This is an optimization exercise on Yosys and OpenROAD, whose aim is small area, not a production implementation.
Only simulation tests tie the RTL to the original design; equivalence was not proved.
Power is estimated from default activity; no workload was simulated.

**constraint.sdc**
```tcl
create_clock -name core_clock -period 6.0 [get_ports {clk}]
set_input_delay 1.2000 -clock core_clock [delete_from_list [all_inputs] [get_ports {clk}]]
set_output_delay 1.2000 -clock core_clock [all_outputs]
set_load 0.01 [all_outputs]
```
**config.mk**
```make
export PLATFORM = sky130hd
export DESIGN_NAME = range_match_tree_param
export DESIGN_NICKNAME = range_match_tree_param
export VERILOG_FILES = /design/flow/design.v
export SDC_FILE = /design/flow/constraint.sdc
export NUM_CORES = 4
export LEC_CHECK = 0
export CAP_MARGIN = 20
export CORE_MARGIN = 2
export CORE_UTILIZATION = 40
export SLEW_MARGIN = 20
export SYNTH_HIERARCHICAL = 1
```
**design.v**
```verilog
package rmt_pkg;
    function automatic int node_count(input int depth);
        node_count = (1 << depth) - 1;
    endfunction
    function automatic int leaf_count(input int depth);
        leaf_count = 1 << depth;
    endfunction
    function automatic int node_level(input int n);
        node_level = 0;
        for (int l = 0; l < 31; l++)
            if (n >= (1 << l) - 1) node_level = l;
    endfunction
    function automatic int node_idx_width(input int depth);
        node_idx_width = depth + 1;
    endfunction
    function automatic logic mux_inv(input int n);
        mux_inv = (n == 2) || (n == 16) || (n == 32);
    endfunction
    localparam logic [63:0] EVEN_MASK = 64'h5555_5555_5555_5555;
    function automatic logic [63:0] bound_pol(input int level);
        bound_pol = mux_inv(1 << level) ? ~EVEN_MASK : EVEN_MASK;
    endfunction
endpackage
module rmt_g_and2  (input logic a, b, output logic y);           assign y = a & b;                    endmodule
module rmt_g_nand2 (input logic a, b, output logic y);           assign y = ~(a & b);                 endmodule
module rmt_g_nor2  (input logic a, b, output logic y);           assign y = ~(a | b);                 endmodule
module rmt_g_nand3 (input logic a, b, c, output logic y);        assign y = ~(a & b & c);             endmodule
module rmt_g_nand4 (input logic a, b, c, d, output logic y);     assign y = ~(a & b & c & d);         endmodule
module rmt_g_nor4  (input logic a, b, c, d, output logic y);     assign y = ~(a | b | c | d);         endmodule
module rmt_g_aoi21 (input logic a1, a2, b1, output logic y);     assign y = ~((a1 & a2) | b1);        endmodule
module rmt_g_oai21 (input logic a1, a2, b1, output logic y);     assign y = ~((a1 | a2) & b1);        endmodule
module rmt_g_aoi22 (input logic a1, a2, b1, b2, output logic y); assign y = ~((a1 & a2) | (b1 & b2)); endmodule
module rmt_g_aoi222 (input logic a1, a2, b1, b2, c1, c2, output logic y);
    assign y = ~((a1 & a2) | (b1 & b2) | (c1 & c2));
endmodule
module rmt_onehot
#(
    parameter int IW = 4,
    localparam int N = 1 << IW
) (
    input  logic [IW-1:0] idx,
    output logic [N-1:0]  sel
);
    always_comb
        for (int j = 0; j < N; j++) sel[j] = (idx == IW'(j));
endmodule
module rmt_aomux_bit
#(
    parameter int N = 16
) (
    input  logic [N-1:0] d,
    input  logic [N-1:0] sel,
    input  logic         rst,
    output logic         y
);
    if (N == 1) begin : g_n1
        assign y = d[0];
    end else if (N == 2) begin : g_n2
        rmt_g_aoi22 u0 (.a1(sel[0]), .a2(d[0]), .b1(sel[1]), .b2(d[1]), .y(y));
    end else if (N == 4) begin : g_n4
        logic x0, x1;
        rmt_g_aoi222 u0 (.a1(sel[0]), .a2(d[0]), .b1(sel[1]), .b2(d[1]), .c1(sel[2]), .c2(d[2]), .y(x0));
        rmt_g_nand2  u1 (.a(sel[3]), .b(d[3]), .y(x1));
        rmt_g_nand2  u2 (.a(x0), .b(x1), .y(y));
    end else if (N == 8) begin : g_n8
        logic x0, x1, x2;
        rmt_g_aoi222 u0 (.a1(sel[0]), .a2(d[0]), .b1(sel[1]), .b2(d[1]), .c1(sel[2]), .c2(d[2]), .y(x0));
        rmt_g_aoi222 u1 (.a1(sel[3]), .a2(d[3]), .b1(sel[4]), .b2(d[4]), .c1(sel[5]), .c2(d[5]), .y(x1));
        rmt_g_aoi22  u2 (.a1(sel[6]), .a2(d[6]), .b1(sel[7]), .b2(d[7]), .y(x2));
        rmt_g_nand3  u3 (.a(x0), .b(x1), .c(x2), .y(y));
    end else if (N == 16) begin : g_n16
        logic [5:0] x;
        logic       h0, h1;
        for (genvar k = 0; k < 5; k++) begin : g_a
            rmt_g_aoi222 u (.a1(sel[3*k]), .a2(d[3*k]), .b1(sel[3*k+1]), .b2(d[3*k+1]),
                            .c1(sel[3*k+2]), .c2(d[3*k+2]), .y(x[k]));
        end
        rmt_g_nand2 u5 (.a(sel[15]), .b(d[15]), .y(x[5]));
        rmt_g_nand3 u6 (.a(x[0]), .b(x[1]), .c(x[2]), .y(h0));
        rmt_g_nand3 u7 (.a(x[3]), .b(x[4]), .c(x[5]), .y(h1));
        rmt_g_nor2  u8 (.a(h0), .b(h1), .y(y));
    end else if (N == 32) begin : g_n32
        logic [10:0] x;
        logic [2:0]  h;
        for (genvar k = 0; k < 10; k++) begin : g_a
            rmt_g_aoi222 u (.a1(sel[3*k]), .a2(d[3*k]), .b1(sel[3*k+1]), .b2(d[3*k+1]),
                            .c1(sel[3*k+2]), .c2(d[3*k+2]), .y(x[k]));
        end
        rmt_g_aoi22 u10 (.a1(sel[30]), .a2(d[30]), .b1(sel[31]), .b2(d[31]), .y(x[10]));
        rmt_g_nand4 u11 (.a(x[0]), .b(x[1]), .c(x[2]), .d(x[3]), .y(h[0]));
        rmt_g_nand4 u12 (.a(x[4]), .b(x[5]), .c(x[6]), .d(x[7]), .y(h[1]));
        rmt_g_nand3 u13 (.a(x[8]), .b(x[9]), .c(x[10]), .y(h[2]));
        rmt_g_nor4  u14 (.a(h[0]), .b(h[1]), .c(h[2]), .d(rst), .y(y));
    end else begin : g_any
        logic o;
        always_comb begin
            o = 1'b0;
            for (int j = 0; j < N; j++) o = o | (sel[j] & d[j]);
        end
        assign y = rmt_pkg::mux_inv(N) ? ~o : o;
    end
endmodule
module rmt_ge
#(
    parameter int W = 32
) (
    input  logic [W-1:0] ka,
    input  logic [W-1:0] kb,
    output logic         ge
);
    logic [W:0] c;
    rmt_g_and2 u_b0 (.a(ka[0]), .b(kb[0]), .y(c[1]));
    for (genvar i = 1; i < W; i++) begin : g_bit
        logic gg, pp;
        if (i % 2 == 1) begin : g_odd
            rmt_g_nand2 u_g (.a(ka[i]), .b(kb[i]), .y(gg));
            rmt_g_nor2  u_p (.a(ka[i]), .b(kb[i]), .y(pp));
            rmt_g_oai21 u_c (.a1(pp), .a2(c[i]), .b1(gg), .y(c[i+1]));
        end else begin : g_even
            rmt_g_nor2  u_g (.a(ka[i]), .b(kb[i]), .y(gg));
            rmt_g_nand2 u_p (.a(ka[i]), .b(kb[i]), .y(pp));
            rmt_g_aoi21 u_c (.a1(pp), .a2(c[i]), .b1(gg), .y(c[i+1]));
        end
    end
    assign ge = c[W];
endmodule
module rmt_level_stage
#(
    parameter int DATA_WIDTH = 32,
    parameter int LEVEL      = 0,
    localparam int NB        = 1 << LEVEL,
    localparam int PW        = (LEVEL > 0) ? LEVEL : 1
) (
    input  logic [DATA_WIDTH-1:0]    key,        
    input  logic [PW-1:0]            path,       
    input  logic [NB*DATA_WIDTH-1:0] bounds,     
    output logic                     go_right
);
    logic [NB-1:0]         sel;
    logic [DATA_WIDTH-1:0] kb;
    if (LEVEL == 0) begin : g_root
        assign sel = 1'b1;
    end else begin : g_dec
        rmt_onehot #(.IW(LEVEL)) u_dec (.idx(path), .sel(sel));
    end
    for (genvar i = 0; i < DATA_WIDTH; i++) begin : g_rd
        logic [NB-1:0] d;
        for (genvar j = 0; j < NB; j++) begin : g_w
            assign d[j] = bounds[j*DATA_WIDTH + i];
        end
        rmt_aomux_bit #(.N(NB)) u_mux (.d(d), .sel(sel), .rst(1'b0), .y(kb[i]));
    end
    rmt_ge #(.W(DATA_WIDTH)) u_cmp (.ka(key), .kb(kb), .ge(go_right));
endmodule
module range_match_tree_param
#(
    parameter int DATA_WIDTH = 32,
    parameter int DEPTH      = 5,
    parameter int RIDS_WIDTH = 32,
    localparam int NODE_W    = rmt_pkg::node_idx_width(DEPTH),
    localparam int NODES     = rmt_pkg::node_count(DEPTH),
    localparam int LEAVES    = rmt_pkg::leaf_count(DEPTH),
    localparam int WDATA_W   = (DATA_WIDTH > RIDS_WIDTH) ? DATA_WIDTH : RIDS_WIDTH
) (
    input  logic                  clk,
    input  logic                  reset,
    input  logic                  in_valid,
    input  logic [DATA_WIDTH-1:0] in_key,
    input  logic                  cfg_we,
    input  logic                  cfg_sel,
    input  logic [NODE_W-1:0]     cfg_addr,
    input  logic [WDATA_W-1:0]    cfg_wdata,
    output logic                  out_valid,
    output logic [RIDS_WIDTH-1:0] out_rids,
    output logic [DEPTH-1:0]      out_leaf
);
    localparam logic [DATA_WIDTH-1:0] KEY_INV = rmt_pkg::EVEN_MASK[DATA_WIDTH-1:0];
    logic [NODES*DATA_WIDTH-1:0]  bnd;
    logic [LEAVES*RIDS_WIDTH-1:0] rids_n;
    logic [WDATA_W-1:0] wd;
    assign wd = cfg_wdata & {WDATA_W{~reset}};
    for (genvar i = 0; i < NODES; i++) begin : g_bnd
        localparam logic [DATA_WIDTH-1:0] POL = rmt_pkg::bound_pol(rmt_pkg::node_level(i));
        logic we;
        assign we = reset | (cfg_we & ~cfg_sel & (cfg_addr == NODE_W'(i)));
        always_ff @(posedge clk)
            if (we) bnd[i*DATA_WIDTH +: DATA_WIDTH] <= wd[DATA_WIDTH-1:0] ^ ~POL;
    end
    for (genvar i = 0; i < LEAVES; i++) begin : g_rids
        logic we;
        assign we = reset | (cfg_we & cfg_sel & (cfg_addr == NODE_W'(i)));
        always_ff @(posedge clk)
            if (we) rids_n[i*RIDS_WIDTH +: RIDS_WIDTH] <= ~wd[RIDS_WIDTH-1:0];
    end
    logic [DEPTH:0]        s_valid;
    logic [DATA_WIDTH-1:0] s_key [DEPTH];
    always_ff @(posedge clk) begin
        if (reset) s_valid <= '0;
        else       s_valid <= {s_valid[DEPTH-1:0], in_valid};
    end
    always_ff @(posedge clk) begin
        s_key[0] <= in_key ^ KEY_INV;
        for (int l = 1; l < DEPTH; l++) s_key[l] <= s_key[l-1];
    end
    logic [DEPTH-1:0] leaf;
    for (genvar lvl = 0; lvl < DEPTH; lvl++) begin : g_level
        localparam int PW = (lvl > 0) ? lvl : 1;
        logic [PW-1:0] path_in;
        logic [lvl:0]  path;
        logic          go_right;
        rmt_level_stage #(
            .DATA_WIDTH(DATA_WIDTH),
            .LEVEL     (lvl)
        ) u_stage (
            .key     (s_key[lvl]),
            .path    (path_in),
            .bounds  (bnd[((1 << lvl) - 1)*DATA_WIDTH +: (1 << lvl)*DATA_WIDTH]),
            .go_right(go_right)
        );
        if (lvl == 0) begin : g_p0
            assign path_in = 1'b0;
            always_ff @(posedge clk) path <= go_right;
        end else begin : g_pn
            assign path_in = g_level[lvl-1].path;
            always_ff @(posedge clk) path <= {path_in, go_right};
        end
    end
    assign leaf = g_level[DEPTH-1].path;
    logic [LEAVES-1:0]     leaf_sel;
    logic [RIDS_WIDTH-1:0] rids_rd;
    rmt_onehot #(.IW(DEPTH)) u_leaf_dec (.idx(leaf), .sel(leaf_sel));
    for (genvar i = 0; i < RIDS_WIDTH; i++) begin : g_rd
        logic [LEAVES-1:0] d;
        for (genvar j = 0; j < LEAVES; j++) begin : g_w
            assign d[j] = rids_n[j*RIDS_WIDTH + i];
        end
        if (rmt_pkg::mux_inv(LEAVES)) begin : g_inv
            rmt_aomux_bit #(.N(LEAVES)) u_mux (.d(d), .sel(leaf_sel), .rst(reset), .y(rids_rd[i]));
        end else begin : g_true
            logic y;
            rmt_aomux_bit #(.N(LEAVES)) u_mux (.d(d), .sel(leaf_sel), .rst(1'b0), .y(y));
            assign rids_rd[i] = ~y & ~reset;
        end
    end
    logic out_en;
    assign out_en = reset | s_valid[DEPTH];
    always_ff @(posedge clk) begin
        if (reset) out_valid <= 1'b0;
        else       out_valid <= s_valid[DEPTH];
    end
    always_ff @(posedge clk) begin
        if (out_en) begin
            out_rids <= rids_rd;
            out_leaf <= leaf & {DEPTH{~reset}};
        end
    end
endmodule
```
**run.sh**
```bash
#!/bin/bash
# synth_recipe.tcl (not shown) runs the flow's synth.tcl, then flattens the netlist and writes it again
# the make line also repeats each setting of config.mk as NAME=value (left out here)
make -C /OpenROAD-flow-scripts/flow DESIGN_CONFIG=/design/flow/config.mk WORK_HOME=/design/flow/orfs CLKGATE_MAP_FILE= SYNTH_SCRIPT=/design/flow/synth_recipe.tcl finish
```
==> results.txt, run 1 <==
Pwr
The highest ir drop seen on vdd is 366 uV. In this run the power density over the cells is between 400 and 500 nW/um^2. The post-route total power is roughly 38 mW. Summed over all cells, the static leakage comes to 30.8 nW.

Finish
The net count of the finished layout is roughly 4600. The share of layout cells above drive strength 1 is approximately 18%. The area growth from synthesis to layout is 16.2%.

The post-route cell area is roughly 91000 sq um.

Global routing
The total track usage is 21.2%. The aggregate global routing overflow is 0. The initial antenna violation count is 9. The first global-routing pass estimated 303000 um of wire. The number of global-route vias before repair is 41300. The largest net degree at the start of global routing is 73.

Worst setup path
Among the stages of the critical path, the cell type that occurs most often is sky130_fd_sc_hd__o21ai_1. The worst register-to-register path begins at g_level[2].path[2]$_DFF_P_. The slowest cell on the critical path is sky130_fd_sc_hd__dfxtp_1. The category of the most critical setup path is reg -> reg.

The required time at the endpoint of the critical path is 6.70 ns. The delay of the slowest cell on the worst path is ~0.50 ns. In this run the register-to-register setup slack is about 0.46 ns. STA classifies the critical path endpoint as a flip-flop. Along the worst path, the maximum fanout reaches 9. The number of cell instances on the worst register-to-register path is 35. Data on the critical path arrives at its endpoint at around 6.3 ns. The endpoint identified for the worst register-to-register timing path is g_level[3].path[0]$_DFF_P_. STA classifies the critical path startpoint as a flip-flop.

Die
The die is about 450 um wide. Row generation in the floorplan step produced about 160 rows. The die height is around 450 um. The core region is between 150000 and 200000 sq um. The die area is about 200000 sq um. Once the floorplan was initialized, standard cells occupied 40.3% of the core. For this design the top-level I/O count stands at 113.

Place
Detailed placement finished with a half-perimeter wire length of between 100000 and 150000 um. The congestion estimate from routability-driven global placement came to 0.871. Timing analysis after detailed placement gives a worst setup slack of 0.504 ns. The post-place instance area is about 84000 sq um. The quantity of I/O buffers inserted on ports is about 110.

Synthesis
The total of warnings raised by yosys is 14. After technology mapping, the gate count stands at approximately 4000. The mapped netlist covers 78500 sq um.

In this run the mean area of a mapped cell was ~19 sq um. The number of nets produced by synthesis is just over 4000.

Routing
The remaining antenna violation count is 0. The detailed-route wire length is approximately 220000 um. For this run, the detailed router's first-pass iteration total came to 9.

After detailed routing, the average wire length per cell comes to around 30 um. In this run, the number of DRC markers left after iteration 0 of detailed routing was between 7000 and 8000. The via density per instance is 5.94. The via count is approximately 43000.

The detailed-route DRC error count is 0.

Job
The tool flagged a number of max-cap violations equal to 0.

Timing
Measured against its own limit, the worst slew margin works out to a little under a quarter. The setup slack of the critical path after layout is around 0.46 ns. Setup violations remaining at the end of the flow were counted as 0.

After layout, the worst path uses ~90% of the clock period. Timing would allow up to 180 MHz. The total negative setup slack is 0 ns. The count of endpoints failing hold in the final timing report came to 0. The setup skew after layout is approximately 0.042 ns. Setup repair after global routing left no endpoint under its margin. At the pin with the least slew margin, the transition time is around 1.1 ns. The max-slew violation count was 0.

The worst path needs between 5 and 6 ns of the cycle, external delays included. Across all hold checks on the routed design, the worst slack comes to 0.353 ns.

Clock network
The root buffer cell is sky130_fd_sc_hd__clkbuf_16. The clock sink count is approximately 2200. Buffers added to address setup during post-CTS repair amount to 0. The H-tree generated during clock tree synthesis spans 4 levels. The insertion delay to the later sink of the worst-skew pair is roughly 0.88 ns. The number of clock buffers added by TritonCTS is ~210. After clock tree synthesis, the clock-pin slew on the worst setup and hold paths is 0.06 ns.

Once the clock tree was built, the resizer swapped 0 gates to a different size. The clock tree from TritonCTS is yes. The largest buffer count on any clock path is 3.

The cts-stage hold buffer count is 0.

Min path
The worst hold path cell count is 0. The min-delay analysis places its worst path in the category reg -> reg. The terminating pin of the worst hold path is s_key[3][0]$_DFF_P_. In this run the most critical hold path is launched from s_key[2][0]$_DFF_P_.

Status
The flow ran to the end and the layout has no timing, DRC or antenna violations.
==> placed cells by master, fill, tap and decap left out, types with 12 or more instances in the layout <==
cell type                         instances
sky130_fd_sc_hd__edfxtp_1              2053
sky130_fd_sc_hd__a222oi_1               576
sky130_fd_sc_hd__nand2_1                252
sky130_fd_sc_hd__clkbuf_16              209
sky130_fd_sc_hd__nor2_1                 187
sky130_fd_sc_hd__dfxtp_1                180
sky130_fd_sc_hd__buf_4                  176
sky130_fd_sc_hd__nand3_1                129
sky130_fd_sc_hd__clkdlybuf4s50_1        111
sky130_fd_sc_hd__a22oi_2                 96
sky130_fd_sc_hd__o21ai_1                 80
sky130_fd_sc_hd__a21oi_2                 75
sky130_fd_sc_hd__nand4_1                 65
sky130_fd_sc_hd__clkinv_2                57
sky130_fd_sc_hd__inv_1                   48
sky130_fd_sc_hd__clkbuf_1                48
sky130_fd_sc_hd__clkinv_1                40
sky130_fd_sc_hd__nor4_2                  33
sky130_fd_sc_hd__nand2b_2                32
sky130_fd_sc_hd__a21o_2                  28
sky130_fd_sc_hd__nor2_2                  25
sky130_fd_sc_hd__o21bai_4                19
sky130_fd_sc_hd__a21o_1                  16
sky130_fd_sc_hd__bufinv_16               13
sky130_fd_sc_hd__nor2b_1                 12
==> layout make-up <==
type,count,area [sq um]
clock inverters,137,1260
diodes,11,27.5
flip-flops and latches,2235,65300
repair buffers,294,2590
clock buffers,257,5410
well taps,2624,3280
multi-input cells,1698,13200
inverters,49,184
fillers,16300,104000
==> worst max path at each step <==
| stage | to | slack [ns] | depth (start not counted) | start |
|---|---|---|---|---|
| 2_1_floorplan | g_level[3].path[0]$_DFF_P_ | 0.008 | 35 | g_level[2].path[1]$_DFF_P_ |
| 3_3_place_gp | g_level[2].path[0]$_DFF_P_ | 0.46 | 35 | g_level[1].path[0]$_DFF_P_ |
| 3_5_place_dp | g_level[2].path[0]$_DFF_P_ | 0.50 | 35 | g_level[1].path[0]$_DFF_P_ |
| 4_1_cts | g_level[2].path[0]$_DFF_P_ | 0.43 | 35 | g_level[1].path[0]$_DFF_P_ |
| 5_1_grt | g_level[2].path[0]$_DFF_P_ | 0.05 | 35 | g_level[1].path[0]$_DFF_P_ |
| 6_report | g_level[3].path[0]$_DFF_P_ | 0.46 | 35 | g_level[2].path[2]$_DFF_P_ |
==> per-stage QoR <==
step / util [%] / std cells
after detailed placement: 43.3 / 6896
after floorplan: - / 4042
after global placement: 43.3 / 6894
final: 46.8 / 7305
after CTS: 46.7 / 7290
after global routing: 46.8 / 7301
==> report_power, final <==
group	internal [mW]	total, mW	switching [mW]
Combinational	1.83	5.69	3.86
Clock	7.05	12.9	5.84
Sequential	18.5	19.0	0.523
==> state kept, by name, summed over array words and instances, names as in the netlist <==
register	cells
bnd	992
g_level.path	15
out_leaf	5
out_rids	32
out_valid	1
rids_n	1024
s_key	160
s_valid	6
==> layer usage <==
metal  vias up  global-route usage, %  wire length (um)
li1      18400                      -                 -
met1     22400                   29.0             86400
met2      2261                   33.7            102000
met3       304                   3.49             19300
met4         0                   8.46              8030
met5         -                      0                 0
==> worst max-delay path, delay by kind of cell (launching register included) <==
kind / cells / cell delay (ns)
compound gates: 32 / 4.34
flops: 1 / 0.50
simple gates: 3 / 0.54
==> run 2: changes to the inputs <==
==> flow/run.sh (new file) <==
#!/bin/bash
# Standard layout with two changes:
#  - after the standard synthesis, every combinational cell is set to the smallest drive
#    strength of its type (flip-flops untouched); repair sizes up what timing needs;
#  - the port buffers are sky130_fd_sc_hd__buf_1 instead of the resizer's default pick.
# Each tool's output goes to a log file of its own in this folder.
set -euo pipefail
R=orfs/results/${FLOW_PLATFORM}/range_match_tree_param/base
LIB=${FLOW_HOME}/platforms/${FLOW_PLATFORM}/lib/sky130_fd_sc_hd__tt_025C_1v80.lib

bash standard.sh synth > synth.log 2>&1

cp "$R/1_2_yosys.v" "$R/1_2_yosys.standard.v"
python3 flow/downsize.py "$LIB" "$R/1_2_yosys.standard.v" "$R/1_2_yosys.v" > downsize.log 2>&1
rm -f "$R/1_synth.odb"
bash standard.sh synth > synth_odb.log 2>&1

export BUFFER_PORTS_ARGS="-buffer_cell sky130_fd_sc_hd__buf_1"
bash standard.sh > layout.log 2>&1
==> flow/downsize.py (new file) <==
#!/usr/bin/env python3
"""Set every combinational cell of a synthesized netlist to the smallest drive strength of
its type, keeping the pins: buffers and repair later size up what timing needs.
Flip-flops and every other sequential cell are left as they are.
usage: downsize.py LIBERTY NETLIST_IN NETLIST_OUT"""
import re
import sys
from collections import Counter

lib, src, dst = sys.argv[1:4]
PFX = "sky130_fd_sc_hd__"

cells = {}  # name -> (area, frozenset of pin names, sequential)
cur = None
pins = set()
seq = False
area = 0.0
depth = 0
for line in open(lib):
    m = re.match(r'\s*cell\s*\(\s*"?(\w+)"?\s*\)', line)
    if m:
        if cur:
            cells[cur] = (area, frozenset(pins), seq)
        cur, pins, seq, area = m.group(1), set(), False, 0.0
        continue
    if cur is None:
        continue
    m = re.match(r'\s*area\s*:\s*([\d.]+)', line)
    if m:
        area = float(m.group(1))
    m = re.match(r'\s*pin\s*\(\s*"?(\w+)"?\s*\)', line)
    if m:
        pins.add(m.group(1))
    if re.match(r'\s*(ff|latch|statetable)\s*\(', line):
        seq = True
if cur:
    cells[cur] = (area, frozenset(pins), seq)

# Same type = same name up to the trailing _<drive>.
smallest = {}
for name, (a, p, s) in cells.items():
    m = re.match(r'(' + PFX + r'\w+?)_(\d+)$', name)
    if not m or s:
        continue
    base = m.group(1)
    best = smallest.get(base)
    if best is None or a < cells[best][0]:
        smallest[base] = name

changed = Counter()
out = []
for line in open(src):
    m = re.match(r'(\s*)(' + PFX + r'\w+?)_(\d+)(\s+.*)$', line, re.S)
    if m:
        name = f"{m.group(2)}_{m.group(3)}"
        new = smallest.get(m.group(2))
        if new and new != name and name in cells and not cells[name][2] \
                and cells[new][1] == cells[name][1] and cells[new][0] < cells[name][0]:
            line = m.group(1) + new + m.group(4)
            changed[f"{name} -> {new}"] += 1
    out.append(line)
open(dst, "w").writelines(out)
for k, v in sorted(changed.items()):
    print(f"{v:6d} {k}")
==> standard.sh (new file) <==
#!/bin/bash
# synth_recipe.tcl (not shown) runs the flow's synth.tcl, then flattens the netlist and writes it again
# the make line also repeats each setting of config.mk as NAME=value (left out here)
make -C /OpenROAD-flow-scripts/flow DESIGN_CONFIG=/design/flow/config.mk WORK_HOME=/design/flow/orfs CLKGATE_MAP_FILE= SYNTH_SCRIPT=/design/flow/synth_recipe.tcl "${@:-finish}"
--- a/config.mk
+++ b/config.mk
@@ -6,7 +6,10 @@
 export NUM_CORES = 4
 export LEC_CHECK = 0
-export CAP_MARGIN = 20
+export CAP_MARGIN = 5
 export CORE_MARGIN = 2
-export CORE_UTILIZATION = 40
-export SLEW_MARGIN = 20
+export CORE_UTILIZATION = 55
+export CTS_BUF_LIST = sky130_fd_sc_hd__clkbuf_8
+export CTS_CLUSTER_DIAMETER = 45
+export CTS_CLUSTER_SIZE = 16
+export SLEW_MARGIN = 5
 export SYNTH_HIERARCHICAL = 1
removed: run.sh
==> results.txt, run 2 <==
Clock network
The clock-pin slew on the worst setup and hold paths is 0.10 ns (+0.04 ns). The number of H-tree levels is 4 (unchanged). The cts-stage hold buffer count came to 0 (unchanged).

The number of buffers inserted during clock tree synthesis is 197 (-5.7%). The clock sink count came to 2235 (unchanged). The clock tree from TritonCTS is yes. The largest buffer count on any clock path is 3 (unchanged). The insertion delay to the later sink of the worst-skew pair is 0.94 ns (+0.06 ns).

The post-CTS setup repair buffer count came to 0 (unchanged). Clock tree synthesis selected as its root buffer the cell sky130_fd_sc_hd__clkbuf_8.

Min path
The path class of the tightest hold or removal check is in -> reg. The origin of the worst min-delay path is in_key[31]. The worst hold path terminates at s_key[0][31]$_DFF_P_. The worst hold path cell count is 1 (+1).

Finish
The number of flip-flops in the largest register is 1024 (unchanged). The area taken by multi-input logic gates is 12300 sq um (-6.8%). The largest registers in the layout are rids_n x1024, bnd x992, s_key x160. The share of layout cells above drive strength 1 is 13.5% (-4.5 points). The post-route cell area came to 85900 sq um (-5.8%).

The final net count is 4518 (-0.96%). The total area of sequential cells is 65300 sq um (unchanged). The final standard cell count with taps included and fillers excluded came to 6487 (-11%). Relative to the synthesized area, the layout overhead comes to 11.1%. The register with the most flip-flops in the final layout is rids_n. Leaving out fill and tap cells, the most frequent cell in the layout is sky130_fd_sc_hd__edfxtp_1. The total of fill cells in the finished design was 10100 (-38%).

The top cell types in the final layout, fill and taps aside, are 2053 x sky130_fd_sc_hd__edfxtp_1, 576 x sky130_fd_sc_hd__a222oi_1, 252 x sky130_fd_sc_hd__nand2_1.

Place
The setup slack at placement is 0.545 ns (+0.0410 ns). The placer's final routability congestion estimate is 0.879 (+0.91%). The post-place instance area is 81700 sq um (-3.3%).

The quantity of I/O buffers inserted on ports is 112 (unchanged). The cell count after placement is 6120 (-11%). The HPWL after detailed placement is 123000 um (-5.3%).

Worst setup path
The slowest cell on the critical path is sky130_fd_sc_hd__dfxtp_2. The endpoint identified for the worst register-to-register timing path is g_level[4].path[0]$_DFF_P_. The number of cell instances on the worst register-to-register path is 35 (unchanged). The source of the worst register-to-register timing path is g_level[3].path[3]$_DFF_P_. The required time at the endpoint of the critical path is 6.83 ns (+0.13 ns). The category of the most critical setup path is reg -> reg. The data arrival time of the worst path is 6.28 ns (+0.03 ns). The endpoint kind of the worst setup timing path is a flip-flop. The worst setup path is launched from a flip-flop.

The register-to-register setup slack came to 0.55 ns (+0.10 ns). The biggest fanout along the worst timing path is 29 (+20). The delay of the slowest cell on the worst path is 0.49 ns (about the same).

Die
The die height is 379 um (-15%). The die area was 144000 sq um (-28%). The floorplan row count was 137 (-15%).

The horizontal die dimension is 379 um (-15%). The starting utilization of the core area is 55.4% (+15 points). The top-level I/O count is 113 (unchanged). The area of the core came to 140000 sq um (-28%).

Global routing
The aggregate global routing overflow is 0 (unchanged). The first-pass GRT wire length is 297000 um (-1.8%). The number of global-route vias before repair is 41000 (-0.92%).

The initial antenna violation count is 34 (+25). The total track usage was 29.6% (+8.5 points). The largest net degree at the start of global routing is 68 (-6.8%).

Pwr
The power per cell area is 390 nW/um^2 (-5.4%). The highest ir drop seen on vdd came to 255 uV (-30%). The leakage power summed over all cells is 29.1 nW (-5.3%).

The post-route total power is 33.5 mW (-11%).

Routing
The detailed-route wire length was 213000 um (-1.2%). The number of violations reported at the end of detailed-routing iteration 0 is 7816 (+4.9%). The remaining antenna violation count is 0 (unchanged).

The via density per instance is 6.68 (+13%). The via count is 43300 (-0.058%). The detailed-route DRC error count is 0 (unchanged). The final routed wire length divided by cell count is 32.9 um (+11%). The count of TritonRoute iterations in the first routing pass is 9 (unchanged).

Timing
The pin slew with the least headroom to its limit came to 1.21 ns (+0.0632 ns). The clock period minus final worst setup slack is 5.45 ns (-0.0962 ns). The relative slew slack is 19.4% (-4.0 points). The count of endpoints failing hold in the final timing report is 0 (unchanged). The highest clock rate is 184 MHz (+1.8%). The max-slew violation count is 0 (unchanged). The total negative setup slack is 0 ns (unchanged).

The final clock period utilization by the worst path came to 90.8% (-1.6 points). The count of endpoints failing setup in the final report came to 0 (unchanged). The setup skew after layout is 0.0358 ns (-0.00639 ns). The setup slack of the critical path after layout is 0.552 ns (+0.0962 ns). Setup repair after global routing left no endpoint under its margin.

Job
The max-capacitance violation count is 0 (unchanged).

Synthesis
The per-instance average area after synthesis came to 19.1 sq um (-1.5%). The gate count of the mapped netlist came to 4042 (unchanged). The number of nets produced by synthesis is 4117 (unchanged).

The total of warnings raised by yosys is 14 (unchanged). The synthesized area is 77300 sq um (-1.5%).

Status
The run finished with no timing, DRC or antenna violations.
==> run 2: cell type report <==
class,count,share of cell area (%)
diodes,8,0.0233
clock buffers,201,3.22
clock inverters,158,1.74
inverters,49,0.214
multi-input cells,1698,14.3
flip-flops and latches,2235,76.0
well taps,1876,2.73
repair buffers,262,1.83
==> run 2: worst max-delay path by stage <==
| stage | start | endpoint | depth (start not counted) |
|---|---|---|---|
| 4_1_cts | g_level[3].path[0]$_DFF_P_ | g_level[4].path[0]$_DFF_P_ | 35 |
| 3_5_place_dp | g_level[3].path[0]$_DFF_P_ | g_level[4].path[0]$_DFF_P_ | 35 |
| 2_1_floorplan | g_level[2].path[1]$_DFF_P_ | g_level[3].path[0]$_DFF_P_ | 35 |
| 5_1_grt | g_level[3].path[3]$_DFF_P_ | g_level[4].path[0]$_DFF_P_ | 35 |
| 3_3_place_gp | g_level[3].path[0]$_DFF_P_ | g_level[4].path[0]$_DFF_P_ | 36 |
| 6_report | g_level[3].path[3]$_DFF_P_ | g_level[4].path[0]$_DFF_P_ | 35 |
==> run 2: repair_timing <==
| action | in CTS | in global routing |
|---|---|---|
| gates resized for setup | 0 | 4 |
| endpoints found under the hold margin | 0 | 0 |
| endpoints found under the setup margin | 0 | 1 |
==> run 2: layer usage <==
| metal | vias to the layer above | global-route usage [%] | routed length [um] |
|---|---|---|---|
| li1 | 18200 | - | - |
| met1 | 22100 | 42.7 | 84900 |
| met2 | 2693 | 42.8 | 93500 |
| met3 | 335 | 10.2 | 29000 |
| met4 | 16 | 8.78 | 5640 |
| met5 | - | 1.96 | 301 |
==> run 2: metrics by stage <==
step / util (%) / hold slack, ns
floorplan: - / 0.324
global placement: 58.5 / 0.354
detailed placement: 58.5 / 0.358
CTS: 61.6 / 0.234
global route: 61.6 / 0.270
finish: 61.6 / 0.329
==> run 2: report_power, final <==
| part | switching [mW] | internal (mW) | leakage [nW] | total, mW |
|---|---|---|---|---|
| clock network | 5.37 | 4.06 | 2.22 | 9.43 |
| logic | 3.63 | 1.49 | 5.12 | 5.12 |
| registers | 0.513 | 18.5 | 21.8 | 19.0 |
| total | 9.51 | 24.0 | 29.1 | 33.5 |
==> run 2: critical path, delay by kind of cell (launching register included) <==
family                 cells  cell delay (ns)
AOI/OAI and AO/OA         29             3.57
DFF                        1             0.49
buffers and inverters      2             0.54
and+or+nand+nor            4             0.73
==> run 3: changes to the inputs <==
--- a/config.mk
+++ b/config.mk
@@ -6,10 +6,10 @@
 export NUM_CORES = 4
 export LEC_CHECK = 0
-export CAP_MARGIN = 5
+export CAP_MARGIN = 20
 export CORE_MARGIN = 2
-export CORE_UTILIZATION = 55
+export CORE_UTILIZATION = 40
 export CTS_BUF_LIST = sky130_fd_sc_hd__clkbuf_8
-export CTS_CLUSTER_DIAMETER = 45
-export CTS_CLUSTER_SIZE = 16
-export SLEW_MARGIN = 5
+export CTS_CLUSTER_DIAMETER = 40
+export CTS_CLUSTER_SIZE = 12
+export SLEW_MARGIN = 20
 export SYNTH_HIERARCHICAL = 1
==> results.txt, run 3 <==
Status
The run finished with no timing, DRC or antenna violations.

Pwr
The internal power is 24.3 mW (+1.0%). The highest ir drop seen on vdd is 263 uV (+3.4%). The part of the total power dissipated in combinational logic came to 15.1% (-0.2 points). The switching component of the power is 9.30 mW (-2.2%). The leakage power summed over all cells is 29.4 nW (+1.0%). The share of power burned in the clock network is 28.3% (+0.2 points). The switching part of the total came to 27.7% (-0.65 points). The power per cell area is 385 nW/um^2 (-1.2%).

The sequential share of power is 56.6% (about the same).

Finish
The final net count came to 4561 (+0.95%). The share of layout cells above drive strength 1 is 13.1% (-0.37 points). The number of flip-flops in the largest register was 1024 (unchanged). The total of fill cells in the finished design was 16200 (+60%).

Compared with the post-synthesis result, the final layout area differs by 12.6%. The final standard cell count with taps included and fillers excluded is 7187 (+11%). In the final layout, the registers with the most flip-flops are rids_n x1024, bnd x992, s_key x160. More flip-flops sit in one register than any other, and that register is rids_n. The post-route cell area came to 87100 sq um (+1.3%). The top cell types in the final layout, fill and taps aside, are 2053 x sky130_fd_sc_hd__edfxtp_1, 576 x sky130_fd_sc_hd__a222oi_1, 252 x sky130_fd_sc_hd__nand2_1. The most common cell after layout, fill and taps aside is sky130_fd_sc_hd__edfxtp_1.

Clock network
The cts-stage hold buffer count is 0 (unchanged). The clock sink count is 2235 (unchanged). The post-CTS setup repair buffer count is 0 (unchanged). The largest buffer count on any clock path came to 3 (unchanged). The number of H-tree levels is 4 (unchanged). The quantity of gates resized following cts was 0 (unchanged).

The number of buffers inserted during clock tree synthesis came to 231 (+17%). The root buffer cell is sky130_fd_sc_hd__clkbuf_8. The clock-pin slew on the worst setup and hold paths was 0.08 ns (-0.02 ns). The insertion delay to the later sink of the worst-skew pair is 1.01 ns (+0.07 ns). The clock tree from TritonCTS is yes.

Timing
The highest clock rate is 186 MHz (+1.1%). The setup slack of the critical path after layout was 0.613 ns (+0.0611 ns). The relative slew slack is 11.8% (-7.5 points). The count of endpoints failing setup in the final report was 0 (unchanged). The worst hold margin is 0.285 ns (-0.0440 ns). The clock period minus final worst setup slack is 5.39 ns (-0.0611 ns). The total negative setup slack is 0 ns (unchanged). The max-slew violation count is 0 (unchanged). The pin slew with the least headroom to its limit was 1.31 ns (+0.101 ns). The final clock period utilization by the worst path came to 89.8% (-1.0 points). The setup skew after layout is 0.0657 ns (+0.0299 ns). The count of endpoints failing hold in the final timing report is 0 (unchanged). Setup repair after global routing left no endpoint under its margin.

Worst setup path
The slowest cell on the critical path is sky130_fd_sc_hd__dfxtp_1. The cell type group with the largest total delay on the critical path is compound AO/OA/AOI/OAI gates. The worst setup path is launched from a flip-flop.

The endpoint kind of the worst setup timing path is a flip-flop. The required time at the endpoint of the critical path was 6.88 ns (+0.05 ns). The cell that appears most often on the critical path is sky130_fd_sc_hd__o21ai_1. The worst path buffer plus inverter count is 2 (unchanged). The critical path is of the reg -> reg type. The data arrival time of the worst path came to 6.27 ns (about the same). The delay of the slowest cell on the worst path is 0.71 ns (+0.22 ns).

The biggest fanout along the worst timing path is 27 (-6.9%).

Routing
The detailed-route wire length is 215000 um (+0.61%). The count of TritonRoute iterations in the first routing pass is 9 (unchanged). The detailed-route DRC error count is 0 (unchanged).

The number of violations reported at the end of detailed-routing iteration 0 is 7330 (-6.2%). The via count is 43400 (+0.15%). The via density per instance is 6.04 (-9.6%). The remaining antenna violation count came to 0 (unchanged). The final routed wire length divided by cell count is 29.9 um (-9.2%).

Global routing
The total track usage is 21.3% (-8.3 points). The aggregate global routing overflow is 0 (unchanged). The initial antenna violation count was 15 (-56%).

The number of global-route vias before repair is 42100 (+2.7%). The first-pass GRT wire length came to 304000 um (+2.3%). The largest net degree at the start of global routing is 67 (-1.5%).

Synthesis
The number of nets produced by synthesis is 4117 (unchanged). The per-instance average area after synthesis came to 19.1 sq um (unchanged). The synthesized area came to 77300 sq um (unchanged). The gate count of the mapped netlist is 4042 (unchanged). The total of warnings raised by yosys is 14 (unchanged).

Die
The top-level I/O count is 113 (unchanged). The starting utilization of the core area is 40.2% (-15 points). The floorplan row count was 161 (+18%). The die height is 444 um (+17%).

The horizontal die dimension is 444 um (+17%). The area of the core is 192000 sq um (+38%). The die area came to 197000 sq um (+37%).

Job
The max-capacitance violation count was 0 (unchanged).

Place
The post-place instance area is 82600 sq um (+1.1%). The placer's final routability congestion estimate is 0.857 (-2.5%). The HPWL after detailed placement came to 128000 um (+3.5%). The quantity of I/O buffers inserted on ports is 112 (unchanged).

The setup slack at placement was 0.728 ns (+0.183 ns). The cell count after placement is 6776 (+11%).

Min path
The path category of the worst min-delay check is in -> reg.
==> run 3: cell count changes in the layout (fill, tap and decap cells not counted), sizes merged <==
| cell | before | now |
|---|---|---|
| buf | 261 | 270 |
| inv | 117 | 132 |
| clkinvlp | 22 | 12 |
| bufinv | 17 | 11 |
| clkinv | 51 | 36 |
| diode | 8 | 20 |
| clkbuf | 202 | 247 |
==> run 3: layout make-up <==
cell class,instances,area [sq um],area share [%]
clock buffers,246,3390,3.89
flip-flops and latches,2235,65300,75.0
multi-input cells,1698,12300,14.1
repair buffers,271,1690,1.94
diodes,20,50.0,0.0575
well taps,2526,3160,3.63
inverters,49,184,0.211
clock inverters,142,1010,1.16
==> run 3: power by group through the flow <==
stage | registers [mW] | clock network, mW | logic [mW]
after floorplan | 19.1 | 0 | 2.68
after global placement | 19.3 | 0 | 5.00
after detailed placement | 19.3 | 0 | 5.04
after CTS | 19.0 | 9.68 | 5.05
after global routing | 19.1 | 10.2 | 5.38
final | 19.0 | 9.50 | 5.07
==> run 3: final timing paths <==
check | depth (start not counted) | startpoint | end | slack [ns]
max reg2reg | 36 | g_level[3].path[0]$_DFF_P_ | g_level[4].path[0]$_DFF_P_ | 0.61
max | 36 | g_level[3].path[0]$_DFF_P_ | g_level[4].path[0]$_DFF_P_ | 0.61
min | 1 | in_key[9] | s_key[0][9]$_DFF_P_ | 0.28
min reg2reg | 0 | s_key[2][10]$_DFF_P_ | s_key[3][10]$_DFF_P_ | 0.33
==> run 3: metrics by stage <==
step / power [mW] / util, %
2_1_floorplan: 21.8 / -
5_1_grt: 34.7 / 45.3
4_1_cts: 33.7 / 45.2
3_5_place_dp: 24.4 / 42.9
6_report: 33.6 / 45.3
3_3_place_gp: 24.3 / 42.9
==> run 3: per-layer routing <==
layer / global-route usage [%] / up-vias / wire, um
li1: - / 18300 / -
met1: 29.2 / 22400 / 85100
met2: 34.1 / 2382 / 102000
met3: 3.36 / 342 / 19800
met4: 8.84 / 0 / 8060
met5: 0 / - / 0
==> run 4: changes to the inputs <==
--- a/flow/run.sh
+++ b/flow/run.sh
@@ -3,5 +3,6 @@
 #  - after the standard synthesis, every combinational cell is set to the smallest drive
 #    strength of its type (flip-flops untouched); repair sizes up what timing needs;
-#  - the port buffers are sky130_fd_sc_hd__buf_1 instead of the resizer's default pick.
+#  - the port buffers are sky130_fd_sc_hd__buf_1 instead of the resizer's default pick;
+#  - clock tree synthesis inserts no dummy loads.
 # Each tool's output goes to a log file of its own in this folder.
 set -euo pipefail
@@ -17,3 +18,4 @@
 
 export BUFFER_PORTS_ARGS="-buffer_cell sky130_fd_sc_hd__buf_1"
+export CTS_ARGS="-sink_clustering_enable -repair_clock_nets -dont_use_dummy_load -sink_clustering_size 16 -sink_clustering_max_diameter 45 -buf_list sky130_fd_sc_hd__clkbuf_8"
 bash standard.sh > layout.log 2>&1
--- a/config.mk
+++ b/config.mk
@@ -6,10 +6,10 @@
 export NUM_CORES = 4
 export LEC_CHECK = 0
-export CAP_MARGIN = 20
+export CAP_MARGIN = 5
 export CORE_MARGIN = 2
-export CORE_UTILIZATION = 40
+export CORE_UTILIZATION = 55
 export CTS_BUF_LIST = sky130_fd_sc_hd__clkbuf_8
-export CTS_CLUSTER_DIAMETER = 40
-export CTS_CLUSTER_SIZE = 12
-export SLEW_MARGIN = 20
+export CTS_CLUSTER_DIAMETER = 45
+export CTS_CLUSTER_SIZE = 16
+export SLEW_MARGIN = 5
 export SYNTH_HIERARCHICAL = 1
==> results.txt, run 4 <==
Status
The run finished with no timing, DRC or antenna violations.

Routing
The via count was 43000 (-0.92%). The remaining antenna violation count came to 0 (unchanged). The count of TritonRoute iterations in the first routing pass is 10 (+1). The via density per instance is 6.80 (+13%).

The number of violations reported at the end of detailed-routing iteration 0 is 8046 (+9.8%). The final routed wire length divided by cell count came to 33.6 um (+12%). The detailed-route DRC error count is 0 (unchanged). The detailed-route wire length came to 212000 um (-1.1%).

Finish
The share of layout cells above drive strength 1 is 11.1% (-2.0 points). The final net count is 4518 (-0.94%). The largest register by flop count is rids_n.

The largest registers in the layout are rids_n x1024, bnd x992, s_key x160. The most common cell after layout, fill and taps aside is sky130_fd_sc_hd__edfxtp_1. The final design utilization is 60.5% (+15 points). The total of fill cells in the finished design was 10200 (-37%). The post-route cell area is 84400 sq um (-3.1%).

Leaving out fill and tap cells, the most frequent cells in the layout are 2053 x sky130_fd_sc_hd__edfxtp_1, 576 x sky130_fd_sc_hd__a222oi_1, 252 x sky130_fd_sc_hd__nand2_1. The area overhead of the layout relative to synthesis is 9.14%. The number of flip-flops in the largest register is 1024 (unchanged).

Pwr
The leakage power summed over all cells is 28.3 nW (-3.8%). The power per cell area came to 374 nW/um^2 (-3.0%). The highest ir drop seen on vdd came to 253 uV (-3.9%).

Clock network
The post-CTS setup repair buffer count is 0 (unchanged). The largest buffer count on any clock path is 3 (unchanged). The number of H-tree levels is 4 (unchanged).

The clock sink count is 2235 (unchanged). The root buffer cell is sky130_fd_sc_hd__clkbuf_8. The number of buffers inserted during clock tree synthesis is 197 (-15%).

The cts-stage hold buffer count was 0 (unchanged). The insertion delay to the later sink of the worst-skew pair is 0.93 ns (-0.08 ns). The clock-pin slew on the worst setup and hold paths is 0.10 ns (+0.02 ns). The quantity of gates resized following cts is 0 (unchanged). TritonCTS built the clock tree.

Worst setup path
The kind of start point of the critical path is a flip-flop. The required time at the endpoint of the critical path was 6.79 ns (-0.09 ns). STA classifies the critical path endpoint as a flip-flop. The dominant cell type by count on the critical path is sky130_fd_sc_hd__o21ai_1. The data arrival time of the worst path is 6.16 ns (-0.11 ns). The delay of the slowest cell on the worst path was 0.49 ns (-0.22 ns).

The category of the most critical setup path is reg -> reg. The worst register-to-register path begins at g_level[3].path[1]$_DFF_P_. The largest individual stage delay along the critical path comes from the cell sky130_fd_sc_hd__dfxtp_1.

The biggest fanout along the worst timing path is 15 (-44%). The most critical setup path has its startpoint at g_level[3].path[1]$_DFF_P_.

Die
The die height was 379 um (-15%). The area of the core came to 140000 sq um (-27%). The top-level I/O count is 113 (unchanged). The starting utilization of the core area was 55.4% (+15 points). The horizontal die dimension is 379 um (-15%).

The die area was 144000 sq um (-27%). The floorplan row count is 137 (-15%).

Place
The HPWL after detailed placement is 123000 um (-3.4%). The quantity of I/O buffers inserted on ports is 112 (unchanged). The setup slack at placement is 0.545 ns (-0.183 ns).

The placer's final routability congestion estimate came to 0.879 (+2.6%). The post-place instance area is 81700 sq um (-1.1%).

Min path
In this run the most critical hold path is launched from in_key[31]. The path category of the worst min-delay check is in -> reg.

Timing
The total negative setup slack came to 0 ns (unchanged). The setup skew after layout came to 0.0640 ns (-0.00175 ns). The clock period minus final worst setup slack is 5.37 ns (-0.0175 ns).

The pin slew with the least headroom to its limit is 1.22 ns (-0.0878 ns). Setup repair after global routing left no endpoint under its margin. The relative slew slack is 18.5% (+6.7 points). The highest clock rate is 186 MHz (+0.33%).

The count of endpoints failing setup in the final report is 0 (unchanged). The max-slew violation count came to 0 (unchanged). The final clock period utilization by the worst path is 89.5% (-0.29 points). The setup slack of the critical path after layout is 0.631 ns (+0.0175 ns). The count of endpoints failing hold in the final timing report is 0 (unchanged).

Global routing
The number of global-route vias before repair was 40700 (-3.3%). The aggregate global routing overflow is 0 (unchanged). The largest net degree at the start of global routing came to 68 (+1.5%).

The total track usage is 29.5% (+8.1 points). The initial antenna violation count is 22 (+7). The first-pass GRT wire length was 297000 um (-2.5%).

Synthesis
The total of warnings raised by yosys is 14 (unchanged). The synthesized area is 77300 sq um (unchanged). The number of nets produced by synthesis is 4117 (unchanged).

The gate count of the mapped netlist was 4042 (unchanged). The per-instance average area after synthesis came to 19.1 sq um (unchanged).

Job
The max-capacitance violation count came to 0 (unchanged).
==> run 4: area by class of cell <==
class / count / area (sq um) / area share (%)
sequential: 2235 / 65300 / 77.4
antenna: 5 / 12.5 / 0.0148
timing repair buffer: 262 / 1570 / 1.86
multi-input combinational: 1698 / 12300 / 14.5
inverter: 49 / 184 / 0.218
clock buffer: 197 / 2710 / 3.21
tap: 1876 / 2350 / 2.78
==> run 4: final timing paths <==
| path | depth (start not counted) | slack (ns) | end |
|---|---|---|---|
| setup / recovery | 37 | 0.63 | g_level[4].path[0]$_DFF_P_ |
| hold / removal | 1 | 0.32 | s_key[0][31]$_DFF_P_ |
| setup reg to reg | 37 | 0.63 | g_level[4].path[0]$_DFF_P_ |
| hold reg to reg | 0 | 0.34 | s_key[1][6]$_DFF_P_ |
==> run 4: per-stage QoR <==
stage	power (mW)	hold slack, ns	std cells
after floorplan	21.8	0.324	4042
after global placement	24.3	0.354	6120
after detailed placement	24.4	0.358	6120
after CTS	31.6	0.237	6317
after global routing	32.6	0.271	6318
final	31.6	0.318	6322
==> run 4: power by group <==
part | total (mW) | switching, mW | internal, mW
sequential | 19.0 | 0.512 | 18.5
combinational | 5.09 | 3.60 | 1.49
clock | 7.49 | 4.58 | 2.91
total | 31.6 | 8.69 | 22.9
==> run 4: worst max-delay path: cells and delay by family, from the launching register on <==
family	cells	cell delay [ns]
AO/OA/AOI/OAI	32	3.81
AND/OR/NAND/NOR	4	0.70
flip-flops	1	0.49
buffers and inverters	1	0.24
==> run 4: metal layers <==
| metal | vias to the layer above | wire [um] | part of all wire [%] | track usage [%] |
|---|---|---|---|---|
| li1 | 18100 | - | - | - |
| met1 | 21900 | 86300 | 41 | 44.1 |
| met2 | 2708 | 93500 | 44 | 43.0 |
| met3 | 301 | 27200 | 13 | 7.92 |
| met4 | 6 | 5260 | 2.5 | 8.05 |
| met5 | - | 30 | 0.014 | 0 |
==> run 5: changes to the inputs <==
--- a/flow/run.sh
+++ b/flow/run.sh
@@ -1,4 +1,4 @@
 #!/bin/bash
-# Standard layout with two changes:
+# Standard layout with three changes:
 #  - after the standard synthesis, every combinational cell is set to the smallest drive
 #    strength of its type (flip-flops untouched); repair sizes up what timing needs;
==> results.txt, run 5 <==
Routing
The via count is 43000 (unchanged). The routed metal-1 wirelength was 86300 um (unchanged). The number of violations reported at the end of detailed-routing iteration 0 was 8046 (unchanged). The top layer used by detailed routing is met5. The final routed wire length divided by cell count was 33.6 um (unchanged). The met2 wirelength from detailed routing came to 93500 um (unchanged). The detailed-route DRC error count came to 0 (unchanged). The detailed-route wire length came to 212000 um (unchanged).

The remaining antenna violation count is 0 (unchanged). The count of TritonRoute iterations in the first routing pass is 10 (unchanged). The total met3 wirelength after detailed routing is 27200 um (unchanged).

The via density per instance is 6.80 (unchanged).

Clock network
The largest buffer count on any clock path is 3 (unchanged). The root buffer cell is sky130_fd_sc_hd__clkbuf_8. TritonCTS built the clock tree. The cts-stage hold buffer count is 0 (unchanged). The clock-pin slew on the worst setup and hold paths came to 0.10 ns (about the same).

The number of H-tree levels came to 4 (unchanged). The number of buffers inserted during clock tree synthesis came to 197 (unchanged). The clock sink count is 2235 (unchanged).

The insertion delay to the later sink of the worst-skew pair was 0.93 ns (about the same).

Pwr
The highest ir drop seen on vdd is 253 uV (unchanged). The post-route total power was 31.6 mW (unchanged). The power per cell area came to 374 nW/um^2 (unchanged). The leakage power summed over all cells is 28.3 nW (unchanged).

Timing
The setup skew after layout is 0.0640 ns (unchanged). The highest clock rate was 186 MHz (unchanged). The worst hold margin was 0.318 ns (unchanged). The count of endpoints failing setup in the final report is 0 (unchanged). The count of endpoints failing hold in the final timing report is 0 (unchanged). The clock period minus final worst setup slack is 5.37 ns (unchanged).

The final clock period utilization by the worst path is 89.5% (unchanged). The setup slack of the critical path after layout is 0.631 ns (unchanged). The max-slew violation count is 0 (unchanged). The relative slew slack came to 18.5% (unchanged). Setup repair after global routing left no endpoint under its margin.

The pin slew with the least headroom to its limit is 1.22 ns (unchanged). The total negative setup slack is 0 ns (unchanged).

Worst setup path
The number of cell instances on the worst register-to-register path is 37 (unchanged). The most numerous cell type found on the critical path is sky130_fd_sc_hd__o21ai_1. The data arrival time of the worst path is 6.16 ns (about the same). The biggest fanout along the worst timing path is 15 (unchanged). The kind of start point of the critical path is a flip-flop. The worst setup path is captured at a flip-flop. The delay of the slowest cell on the worst path was 0.49 ns (about the same). The required time at the endpoint of the critical path is 6.79 ns (about the same). The category of the most critical setup path is reg -> reg.

The slowest stage of the critical path belongs to the cell sky130_fd_sc_hd__dfxtp_1.

Die
The die height is 379 um (unchanged). The horizontal die dimension was 379 um (unchanged). The floorplan row count is 137 (unchanged). The starting utilization of the core area was 55.4% (unchanged). The area of the core is 140000 sq um (unchanged).

The die area came to 144000 sq um (unchanged). The top-level I/O count is 113 (unchanged).

Synthesis
The gate count of the mapped netlist is 4042 (unchanged). The total of warnings raised by yosys is 14 (unchanged). The synthesized area is 77300 sq um (unchanged). The per-instance average area after synthesis came to 19.1 sq um (unchanged). The number of nets produced by synthesis came to 4117 (unchanged).

Finish
The final standard cell count with taps included and fillers excluded is 6322 (unchanged). The largest register by flop count is rids_n. Leaving out fill and tap cells, the most frequent cell in the layout is sky130_fd_sc_hd__edfxtp_1. The area overhead of the layout relative to synthesis was 9.14% (unchanged). The number of flip-flops in the largest register is 1024 (unchanged). The total of fill cells in the finished design is 10200 (unchanged). The final net count was 4518 (unchanged). The largest registers in the layout are rids_n x1024, bnd x992, s_key x160. The share of layout cells above drive strength 1 is 11.1% (unchanged). In the layout the commonest cells are 2053 x sky130_fd_sc_hd__edfxtp_1, 576 x sky130_fd_sc_hd__a222oi_1, 252 x sky130_fd_sc_hd__nand2_1.

Place
The setup slack at placement is 0.545 ns (unchanged). The placer's final routability congestion estimate is 0.879 (unchanged). The cell count after placement came to 6120 (unchanged).

The HPWL after detailed placement is 123000 um (unchanged). The quantity of I/O buffers inserted on ports is 112 (unchanged).

Job
The max-capacitance violation count is 0 (unchanged).

Global routing
The total track usage was 29.5% (unchanged). The first-pass GRT wire length is 297000 um (unchanged). The initial antenna violation count is 22 (unchanged). The largest net degree at the start of global routing was 68 (unchanged).

The aggregate global routing overflow was 0 (unchanged). The number of global-route vias before repair was 40700 (unchanged).

Min path
The min-delay analysis places its worst path in the category in -> reg. The worst hold path cell count is 1 (unchanged).

Status
The run finished with no timing, DRC or antenna violations.
## run 5: cell counts in the layout (fill, tap and decap cells not counted)
No cell type changed its count.
## run 5: area by class of cell
class                   instances  area, sq um  share of cell area [%]
flip-flops and latches       2235        65300                    77.4
multi-input cells            1698        12300                    14.5
clock buffers                 197         2710                    3.21
well taps                    1876         2350                    2.78
repair buffers                262         1570                    1.86
inverters                      49          184                   0.218
diodes                          5         12.5                  0.0148
## run 5: worst max-delay path, delay by kind of cell (launching register included)
family | cells | cell delay, ns
AOI/OAI and AO/OA | 32 | 3.81
and+or+nand+nor | 4 | 0.70
buffers and inverters | 1 | 0.24
DFF | 1 | 0.49
## run 5: report_power, final
part / leakage (nW) / switching [mW] / internal (mW)
logic: 5.12 / 3.60 / 1.49
registers: 21.8 / 0.512 / 18.5
clock network: 1.42 / 4.58 / 2.91
## run 5: worst paths after layout
check | from | endpoint | slack [ns]
min reg2reg | s_key[0][6]$_DFF_P_ | s_key[1][6]$_DFF_P_ | 0.34
max | g_level[3].path[1]$_DFF_P_ | g_level[4].path[0]$_DFF_P_ | 0.63
max reg2reg | g_level[3].path[1]$_DFF_P_ | g_level[4].path[0]$_DFF_P_ | 0.63
min | in_key[31] | s_key[0][31]$_DFF_P_ | 0.32
## run 5: per-layer routing
metal	vias up	track usage [%]
met5	-	0
met4	6	8.05
met3	301	7.92
met2	2708	43.0
met1	21900	44.1
li1	18100	-
## run 5: metrics by stage
stage | util [%] | area (sq um)
5_1_grt | 60.5 | 84400
3_5_place_dp | 58.5 | 81700
3_3_place_gp | 58.5 | 81700
2_1_floorplan | - | 77400
6_report | 60.5 | 84400
4_1_cts | 60.5 | 84400
## run 5: timing repair
item	4_1_cts	5_1_grt
endpoints found under the setup margin	0	1
setup buffers	0	0
gates resized for setup	0	4
endpoints found under the hold margin	0	0
==> run 6: changes to the inputs <==
--- a/flow/run.sh
+++ b/flow/run.sh
@@ -18,4 +18,4 @@
 
 export BUFFER_PORTS_ARGS="-buffer_cell sky130_fd_sc_hd__buf_1"
-export CTS_ARGS="-sink_clustering_enable -repair_clock_nets -dont_use_dummy_load -sink_clustering_size 16 -sink_clustering_max_diameter 45 -buf_list sky130_fd_sc_hd__clkbuf_8"
+export CTS_ARGS="-sink_clustering_enable -repair_clock_nets -dont_use_dummy_load -sink_clustering_size 18 -sink_clustering_max_diameter 45 -buf_list sky130_fd_sc_hd__clkbuf_8"
 bash standard.sh > layout.log 2>&1
--- a/config.mk
+++ b/config.mk
@@ -6,10 +6,10 @@
 export NUM_CORES = 4
 export LEC_CHECK = 0
-export CAP_MARGIN = 5
+export CAP_MARGIN = 0
 export CORE_MARGIN = 2
 export CORE_UTILIZATION = 55
 export CTS_BUF_LIST = sky130_fd_sc_hd__clkbuf_8
 export CTS_CLUSTER_DIAMETER = 45
-export CTS_CLUSTER_SIZE = 16
-export SLEW_MARGIN = 5
+export CTS_CLUSTER_SIZE = 18
+export SLEW_MARGIN = 0
 export SYNTH_HIERARCHICAL = 1
==> results.txt, run 6 <==
Routing
The detailed-route DRC error count was 0 (unchanged). The remaining antenna violation count came to 0 (unchanged). The via density per instance is 6.81 (about the same). The count of TritonRoute iterations in the first routing pass is 8 (-2). The number of violations reported at the end of detailed-routing iteration 0 is 8031 (-0.19%).

The via count is 43000 (-0.086%). The detailed-route wire length is 212000 um (-0.18%). The final routed wire length divided by cell count is 33.6 um (about the same).

Clock network
The tree is rooted in a sky130_fd_sc_hd__clkbuf_8. The largest buffer count on any clock path was 3 (unchanged). The cts-stage hold buffer count is 0 (unchanged).

The clock sink count is 2235 (unchanged). TritonCTS built the clock tree. The number of buffers inserted during clock tree synthesis came to 188 (-4.6%). The clock-pin slew on the worst setup and hold paths is 0.11 ns (about the same). The number of H-tree levels is 4 (unchanged).

The insertion delay to the later sink of the worst-skew pair came to 0.95 ns (+0.02 ns).

Finish
The final standard cell count with taps included and fillers excluded is 6315 (-0.11%). The area overhead of the layout relative to synthesis is 8.98%. The top cell types in the final layout, fill and taps aside, are 2053 x sky130_fd_sc_hd__edfxtp_1, 576 x sky130_fd_sc_hd__a222oi_1, 252 x sky130_fd_sc_hd__nand2_1. The final design utilization is 60.4% (-0.085 points).

The number of flip-flops in the largest register is 1024 (unchanged). The largest registers in the layout are rids_n x1024, bnd x992, s_key x160. The largest register by flop count is rids_n.

The library cell used most frequently in the layout, excluding fill and tap cells, is sky130_fd_sc_hd__edfxtp_1. The final net count is 4509 (-0.20%). The share of layout cells above drive strength 1 is 10.9% (-0.18 points).

Global routing
The largest net degree at the start of global routing is 68 (unchanged). The global routing usage on met2 is 43.0% (-0.048 points). The first-pass GRT wire length is 296000 um (-0.16%). The number of global-route vias before repair is 40500 (-0.55%). The global-route met1 utilization is 44.3% (+0.12 points).

The global-route met3 utilization is 7.89% (-0.023 points). The global-route layer with the greatest usage is met1. The initial antenna violation count is 23 (+4.5%). The total track usage is 29.4% (-0.034 points). The aggregate global routing overflow was 0 (unchanged).

Timing
The relative slew slack is 19.5% (+1.0 points). The worst hold margin was 0.311 ns (-0.00636 ns). Setup repair after global routing left no endpoint under its margin. The max-slew violation count came to 0 (unchanged). The pin slew with the least headroom to its limit was 1.21 ns (-0.0153 ns). The setup skew after layout is 0.0877 ns (+0.0238 ns).

The final clock period utilization by the worst path came to 90.3% (+0.86 points). The clock period minus final worst setup slack came to 5.42 ns (+0.0518 ns). The count of endpoints failing setup in the final report is 0 (unchanged). The count of endpoints failing hold in the final timing report was 0 (unchanged). The total negative setup slack is 0 ns (unchanged). The highest clock rate came to 184 MHz (-0.96%).

Place
The cell count after placement came to 6120 (unchanged). The quantity of I/O buffers inserted on ports came to 112 (unchanged). The HPWL after detailed placement was 123000 um (unchanged).

The placer's final routability congestion estimate is 0.879 (unchanged).

Worst setup path
The worst path buffer plus inverter count is 2 (+1). The delay of the slowest cell on the worst path is 0.48 ns (about the same). The required time at the endpoint of the critical path is 6.78 ns (about the same). Broken down by cell family, the worst path's largest delay share belongs to compound AO/OA/AOI/OAI gates. The data arrival time of the worst path is 6.20 ns (+0.04 ns). The endpoint kind of the worst setup timing path is a flip-flop.

The biggest fanout along the worst timing path is 29 (+14). The slowest cell on the critical path is sky130_fd_sc_hd__dfxtp_2. The category of the most critical setup path is reg -> reg. The kind of start point of the critical path is a flip-flop.

Die
The area of the core is 140000 sq um (unchanged). The die height is 379 um (unchanged). The starting utilization of the core area was 55.4% (unchanged). The horizontal die dimension is 379 um (unchanged).

The die area is 144000 sq um (unchanged). The floorplan row count is 137 (unchanged). The top-level I/O count is 113 (unchanged).

Synthesis
The synthesized area is 77300 sq um (unchanged). The number of nets produced by synthesis is 4117 (unchanged). The gate count of the mapped netlist came to 4042 (unchanged). The per-instance average area after synthesis is 19.1 sq um (unchanged). The total of warnings raised by yosys came to 14 (unchanged).

Min path
The worst hold path belongs to the class reg -> reg.

Pwr
The leakage power summed over all cells is 28.3 nW (-0.23%). The power per cell area is 372 nW/um^2 (-0.41%). The highest ir drop seen on vdd is 259 uV (+2.3%).

Job
The max-capacitance violation count is 0 (unchanged).

Status
The run finished with no timing, DRC or antenna violations.
==> run 6: area by class of cell <==
class,count,area (sq um)
flip-flops and latches,2235,65300
fillers,10200,55300
multi-input cells,1698,12300
clock buffers,188,2590
well taps,1876,2350
repair buffers,262,1570
inverters,49,184
diodes,7,17.5
==> run 6: through the flow <==
stage | worst slack (ns) | area, sq um | power, mW
CTS | 0.485 | 84200 | 31.5
global placement | 0.579 | 81700 | 24.3
finish | 0.579 | 84300 | 31.4
floorplan | 0.318 | 77400 | 21.8
global route | 0.0455 | 84300 | 32.5
detailed placement | 0.545 | 81700 | 24.4
==> run 6: final timing paths <==
path | startpoint | to | slack, ns | cells past startpoint
setup / recovery | g_level[3].path[3]$_DFF_P_ | g_level[4].path[0]$_DFF_P_ | 0.58 | 35
hold / removal | s_key[2][13]$_DFF_P_ | s_key[3][13]$_DFF_P_ | 0.31 | 0
setup reg to reg | g_level[3].path[3]$_DFF_P_ | g_level[4].path[0]$_DFF_P_ | 0.58 | 35
hold reg to reg | s_key[2][13]$_DFF_P_ | s_key[3][13]$_DFF_P_ | 0.31 | 0
==> run 6: what timing repair did <==
| item | 4_1_cts | 5_1_grt |
|---|---|---|
| buffers inserted | 0 | 0 |
| endpoints found under the setup margin | 0 | 1 |
| gates resized for setup | 0 | 4 |
==> run 6: power by group <==
part	switching [mW]	leakage, nW	internal [mW]	total (mW)
Sequential	0.512	21.8	18.5	19.0
Combinational	3.60	5.12	1.49	5.09
Clock	4.53	1.35	2.78	7.31
Total	8.64	28.3	22.7	31.4
==> run 6: metal layers <==
metal / wire length [um] / vias up
met3: 27300 / 316
met5: 30 / -
li1: - / 18100
met4: 5070 / 6
met2: 93200 / 2673
met1: 86400 / 21900

-- afterwards: timing with drivers on the ports --
Ports are ideal in the flow. The routed layouts listed here were re-timed in OpenROAD.
Step 1 (the two cells are an assumption about what drives the block):
set clk [get_ports {clk}]
set_driving_cell -lib_cell sky130_fd_sc_hd__clkbuf_16 $clk
set_driving_cell -lib_cell sky130_fd_sc_hd__buf_2 [delete_from_list [all_inputs] $clk]
Step 2 times the ports against the registers' clock, not the clock port: input delays grow and output delays shrink by t, the midpoint of the rising clock arrivals with the driver on.
Slacks: ideal / step 1 / step 2; pairs: ideal / step 1.
run | shift t [ns] | slack for setup (ns) | cell pins on the clock port's net
run 1 | 0.942 | 0.456 / 0.456 / 0.456 | 1
run 2 | 1.008 | 0.552 / 0.552 / 0.552 | 1
run 3 | 1.055 | 0.613 / 0.613 / 0.613 | 1
run 4 | 0.993 | 0.631 / 0.631 / 0.631 | 1
run 5 | 0.993 | 0.631 / 0.631 / 0.631 | 1
run 6 | 0.988 | 0.579 / 0.579 / 0.579 | 1
After both steps every run listed still meets setup and hold.
